Background: an optimization exercise with open tools, aiming at small area, a short achievable clock period and few clock cycles per item. Do not read the settings as production practice.
Power and IR drop assume default switching activity.

Setup of rev 12:
==> flow/design.v <==
package saw_pkg;
  localparam logic [1:0] MODE_RX   = 2'd0;
  localparam logic [1:0] MODE_ENQ  = 2'd1;
  localparam logic [1:0] MODE_TICK = 2'd2;
  localparam logic [1:0] SEND_NONE = 2'd0;
  localparam logic [1:0] SEND_ATOM = 2'd1;
  localparam logic [1:0] SEND_INIT = 2'd2;
  localparam logic CFG_INIT_CHAR  = 1'b0;
  localparam logic CFG_ERROR_CHAR = 1'b1;
  localparam int WORD_W  = 64;
  localparam int COUNT_W = 9;
  localparam logic [2:0] OP_NOP     = 3'd0;
  localparam logic [2:0] OP_RX_INIT = 3'd1;
  localparam logic [2:0] OP_RX_DATA = 3'd2;
  localparam logic [2:0] OP_ENQ     = 3'd3;
  localparam logic [2:0] OP_TICK    = 3'd4;
  typedef logic [2:0] op_kind_t;
  typedef struct packed {
    op_kind_t          kind;
    logic [7:0]        rx_byte;
    logic [WORD_W-1:0] message;
  } op_t;
  typedef struct packed {
    logic [1:0]         send_kind;
    logic [WORD_W-1:0]  atom;
    logic               acked;
    logic               enqueue_accepted;
    logic [COUNT_W-1:0] queue_count;
    logic               link_ready;
  } res_t;
endpackage
module stop_and_wait_echo_ack_sender_core #(
  parameter int MSG_BYTES   = 8,
  parameter int QUEUE_DEPTH = 8
) (
  input  logic        clk,
  input  logic        rst,
  input  logic        in_valid,
  output logic        in_stall,
  input  logic [1:0]  mode,
  input  logic [7:0]  rx_byte,
  input  logic [63:0] message,
  output logic        out_valid,
  input  logic        out_stall,
  output logic [1:0]  send_kind,
  output logic [63:0] atom,
  output logic        acked,
  output logic        enqueue_accepted,
  output logic [8:0]  queue_count,
  output logic        link_ready,
  input  logic        cfg_write,
  input  logic        cfg_index,
  input  logic [7:0]  cfg_data
);
  logic [7:0] init_char;
  logic [7:0] error_char;
  always_ff @(posedge clk) begin
    if (rst) begin
      init_char  <= 8'd0;
      error_char <= 8'd0;
    end else if (cfg_write) begin
      if (cfg_index) error_char <= cfg_data;
      else           init_char  <= cfg_data;
    end
  end
  logic [63:0] q [8];        
  logic [3:0]  fill;         
  logic [8:0]  fill_oh;      
  logic        pend;         
  logic        link_up;
  logic        ack_ok;       
  logic        have_lead;    
  logic [2:0]  idx;          
  logic [7:0]  lead;         
  logic        mm;           
  logic [1:0]  o_kind;
  logic [63:0] o_atom;
  logic        o_acked;
  logic        o_enq;
  logic [3:0] fill_up, fill_dn;
  assign fill_up = fill + 4'd1;
  assign fill_dn = fill - 4'd1;
  logic go;
  assign in_stall = out_valid & out_stall;
  assign go       = in_valid & ~in_stall;
  logic is_rx, is_init, rx_init, rx_data, is_enq, is_tick, enq_ok;
  assign is_rx   = (mode == 2'd0);
  assign is_init = (rx_byte == init_char);
  assign rx_init = is_rx & is_init;
  assign rx_data = is_rx & ~is_init & link_up;
  assign is_enq  = (mode == 2'd1);
  assign is_tick = (mode == 2'd2);
  assign enq_ok  = is_enq & ~fill_oh[8];
  logic nonempty, last, byte_ne, match, fin, send, deq;
  logic [7:0] hbyte;
  assign nonempty  = ~fill_oh[0];
  assign last      = have_lead & (idx == 3'd7);
  assign hbyte     = q[0][8*idx +: 8];
  assign byte_ne   = (rx_byte != hbyte);
  assign match     = nonempty & (lead != error_char) & ~mm & (rx_byte == q[0][63:56]);
  assign fin       = rx_data & last;
  assign send      = fin ? (match ? ~(fill_oh[0] | fill_oh[1]) : nonempty)
                         : (is_tick & link_up & ack_ok & nonempty);
  assign deq       = go & fin & match;
  logic       shift;
  logic [7:0] tail;          
  logic [7:0] ld;
  logic [7:0] hold;
  logic [6:0] st;            
  assign shift   = pend & ~(go & is_enq & ~fill_oh[7]);
  assign tail[0] = ~pend & fill_oh[0];
  for (genvar i = 1; i < 7; i++) begin : g_tail
    assign tail[i] = pend ? fill_oh[i-1] : fill_oh[i];
  end
  assign tail[7] = pend ? (fill_oh[6] | fill_oh[7]) : fill_oh[7];
  for (genvar i = 0; i < 8; i++) begin : g_ld
    assign ld[i] = go & is_enq & tail[i];
  end
  for (genvar i = 0; i < 7; i++) begin : g_hold
    assign hold[i] = ~(shift | ld[i]);
  end
  assign hold[7] = ~ld[7];
  for (genvar k = 0; k < 7; k++) begin : g_st
    assign st[k] = go & rx_data & have_lead & fill_oh[0] & (idx == 3'(k));
  end
  logic [6:0] lane_ne;
  logic       mm_enq;
  for (genvar k = 0; k < 7; k++) begin : g_lane
    assign lane_ne[k] = (message[8*k +: 8] != q[7][8*k +: 8]) & (3'(k) < idx);
  end
  assign mm_enq = |lane_ne;
  for (genvar i = 0; i < 7; i++) begin : g_q
    always_ff @(posedge clk) begin
      q[i] <= ({64{shift}} & q[i+1]) | ({64{ld[i]}} & message) | ({64{hold[i]}} & q[i]);
    end
  end
  for (genvar k = 0; k < 8; k++) begin : g_q7
    if (k < 7) begin : g_st_lane
      always_ff @(posedge clk) begin
        q[7][8*k +: 8] <= ({8{ld[7]}} & message[8*k +: 8]) | ({8{st[k]}} & rx_byte)
                        | ({8{hold[7] & ~st[k]}} & q[7][8*k +: 8]);
      end
    end else begin : g_plain_lane
      always_ff @(posedge clk) begin
        q[7][8*k +: 8] <= ({8{ld[7]}} & message[8*k +: 8]) | ({8{hold[7]}} & q[7][8*k +: 8]);
      end
    end
  end
  logic sel0, sel1, show;
  assign show = go ? send : o_kind[0];
  assign sel1 = show & ((go & deq) | pend);
  assign sel0 = show & ~((go & deq) | pend);
  always_ff @(posedge clk) begin
    o_atom <= ({64{sel0}} & q[0]) | ({64{sel1}} & q[1]);
  end
  always_ff @(posedge clk) begin
    if (go & rx_data & ~have_lead) begin
      lead <= rx_byte;
    end
    if (go & rx_data) begin
      if (~have_lead) mm <= 1'b0;
      else            mm <= mm | (nonempty & byte_ne);
    end else if (go & is_enq & fill_oh[0]) begin
      mm <= mm_enq;
    end
    if (go) begin
      o_kind  <= rx_init ? 2'd2 : send ? 2'd1 : 2'd0;
      o_acked <= fin & match;
      o_enq   <= enq_ok;
    end
  end
  always_ff @(posedge clk) begin
    if (rst) begin
      fill      <= 4'd0;
      fill_oh   <= 9'd1;
      pend      <= 1'b0;
      link_up   <= 1'b0;
      ack_ok    <= 1'b0;
      have_lead <= 1'b0;
      idx       <= 3'd0;
      out_valid <= 1'b0;
    end else begin
      pend <= deq | (pend & ~shift);
      if (go) begin
        out_valid <= 1'b1;
      end else if (~out_stall) begin
        out_valid <= 1'b0;
      end
      if (deq) begin
        fill    <= fill_dn;
        fill_oh <= fill_oh >> 1;
      end else if (go & enq_ok) begin
        fill    <= fill_up;
        fill_oh <= fill_oh << 1;
      end
      if (go & rx_init) begin
        link_up <= 1'b1;
        if (~link_up) ack_ok <= 1'b1;
      end else if (go & fin) begin
        if (send)        ack_ok <= 1'b0;
        else if (match)  ack_ok <= 1'b1;
      end else if (go & send) begin
        ack_ok <= 1'b0;
      end
      if (go & rx_data) begin
        have_lead <= ~last;
        if (have_lead) idx <= idx + 3'd1;
      end
    end
  end
  assign send_kind        = o_kind;
  assign atom             = o_atom;
  assign acked            = o_acked;
  assign enqueue_accepted = o_enq;
  assign queue_count      = {5'd0, fill};
  assign link_ready       = link_up;
endmodule
export LEC_CHECK = 0
export CAP_MARGIN = 20
export CORE_MARGIN = 2
export CORE_UTILIZATION = 50
export CTS_CLUSTER_DIAMETER = 50
export CTS_CLUSTER_SIZE = 30
export SETUP_SLACK_MARGIN = 2.45
export SLEW_MARGIN = 20
create_clock -name core_clock -period 5.0 [get_ports {clk}]
standard.sh (not shown) runs the stock make flow with config.mk's settings and CLKGATE_MAP_FILE= SYNTH_SCRIPT=/design/flow/synth_recipe.tcl, a recipe that flattens the netlist after the stock synthesis.
==> flow/flow/run.sh <==
#!/bin/bash
# Standard layout, except that the delay cells (clkdlybuf4s*, dlygate*, dlymetal*)
# are don't-use after synthesis, so port buffers, repair and hold fixing use
# plain buffers. Synthesis is the standard one, unchanged.
set -euo pipefail
cd "$(dirname "$0")/.."
bash standard.sh synth > synth.log 2>&1
DU=$(make -s -C "$FLOW_HOME" DESIGN_CONFIG="$PWD/config.mk" WORK_HOME="$PWD/orfs" print-DONT_USE_CELLS 2>/dev/null | sed -n 's/^DONT_USE_CELLS: //p')
EXTRA=""
for c in clkdlybuf4s15_1 clkdlybuf4s15_2 clkdlybuf4s18_1 clkdlybuf4s18_2 clkdlybuf4s25_1 clkdlybuf4s25_2 \
         clkdlybuf4s50_1 clkdlybuf4s50_2 dlygate4sd1_1 dlygate4sd2_1 dlygate4sd3_1 \
         dlymetal6s2s_1 dlymetal6s4s_1 dlymetal6s6s_1; do
  EXTRA="$EXTRA sky130_fd_sc_hd__$c"
done
bash standard.sh "DONT_USE_CELLS=$DU$EXTRA" finish > layout.log 2>&1
No stage failed in rev 12, and the final checks on the layout all came back clean.
Here is what was changed in the inputs of rev 13 compared with rev 12.
- CTS_CLUSTER_SIZE changed from 30 to 24
- CTS_CLUSTER_DIAMETER changed from 50 to 70
## What came out
The design area of rev 13 is lower than that of rev 12.
The setup slack in rev 13 was lower than what rev 12 gave.
Rev 13 reports its highest layer used for signal routing as met5 while rev 12 reports met4.
The combined area of the multi-input logic cells reported for rev 13 is smaller than that of rev 12 by 0.33%.
Net switching fraction of the power: rev 13 vs rev 12 down 0.88 points
No run of this note included a check of the RTL's function; only the layout flow was run.

separate check: timing with driven ports:
In the flow no input, the clock included, has a driving cell. The finished layouts below were timed again as built, in two steps. Step 1: set_driving_cell puts a clkbuf_16 on clk and a buf_2 on each other input, an assumption about the parent block. Step 2, shift: input delay + t, output delay - t, t = (earliest + latest rising clock arrival at the registers) / 2. This alone moves slack from input paths to output paths. Three values: ideal ports, drivers, drivers and shift; two values: the first two.
run	shift t [ns]	setup slack, ns	hold slack, ns	worst setup path at the end	pins driven straight from the clock port
rev 12	0.684	2.396 / 2.434 / 1.750	0.442 / 0.442 / 0.442	input to register	1
rev 13	0.635	2.354 / 2.394 / 1.759	0.444 / 0.444 / 0.444	input to register	1
After both steps every run listed still meets setup and hold. The setup slack of rev 12, which loses most, moves by +0.038 ns with the drivers and by -0.646 ns with both steps.
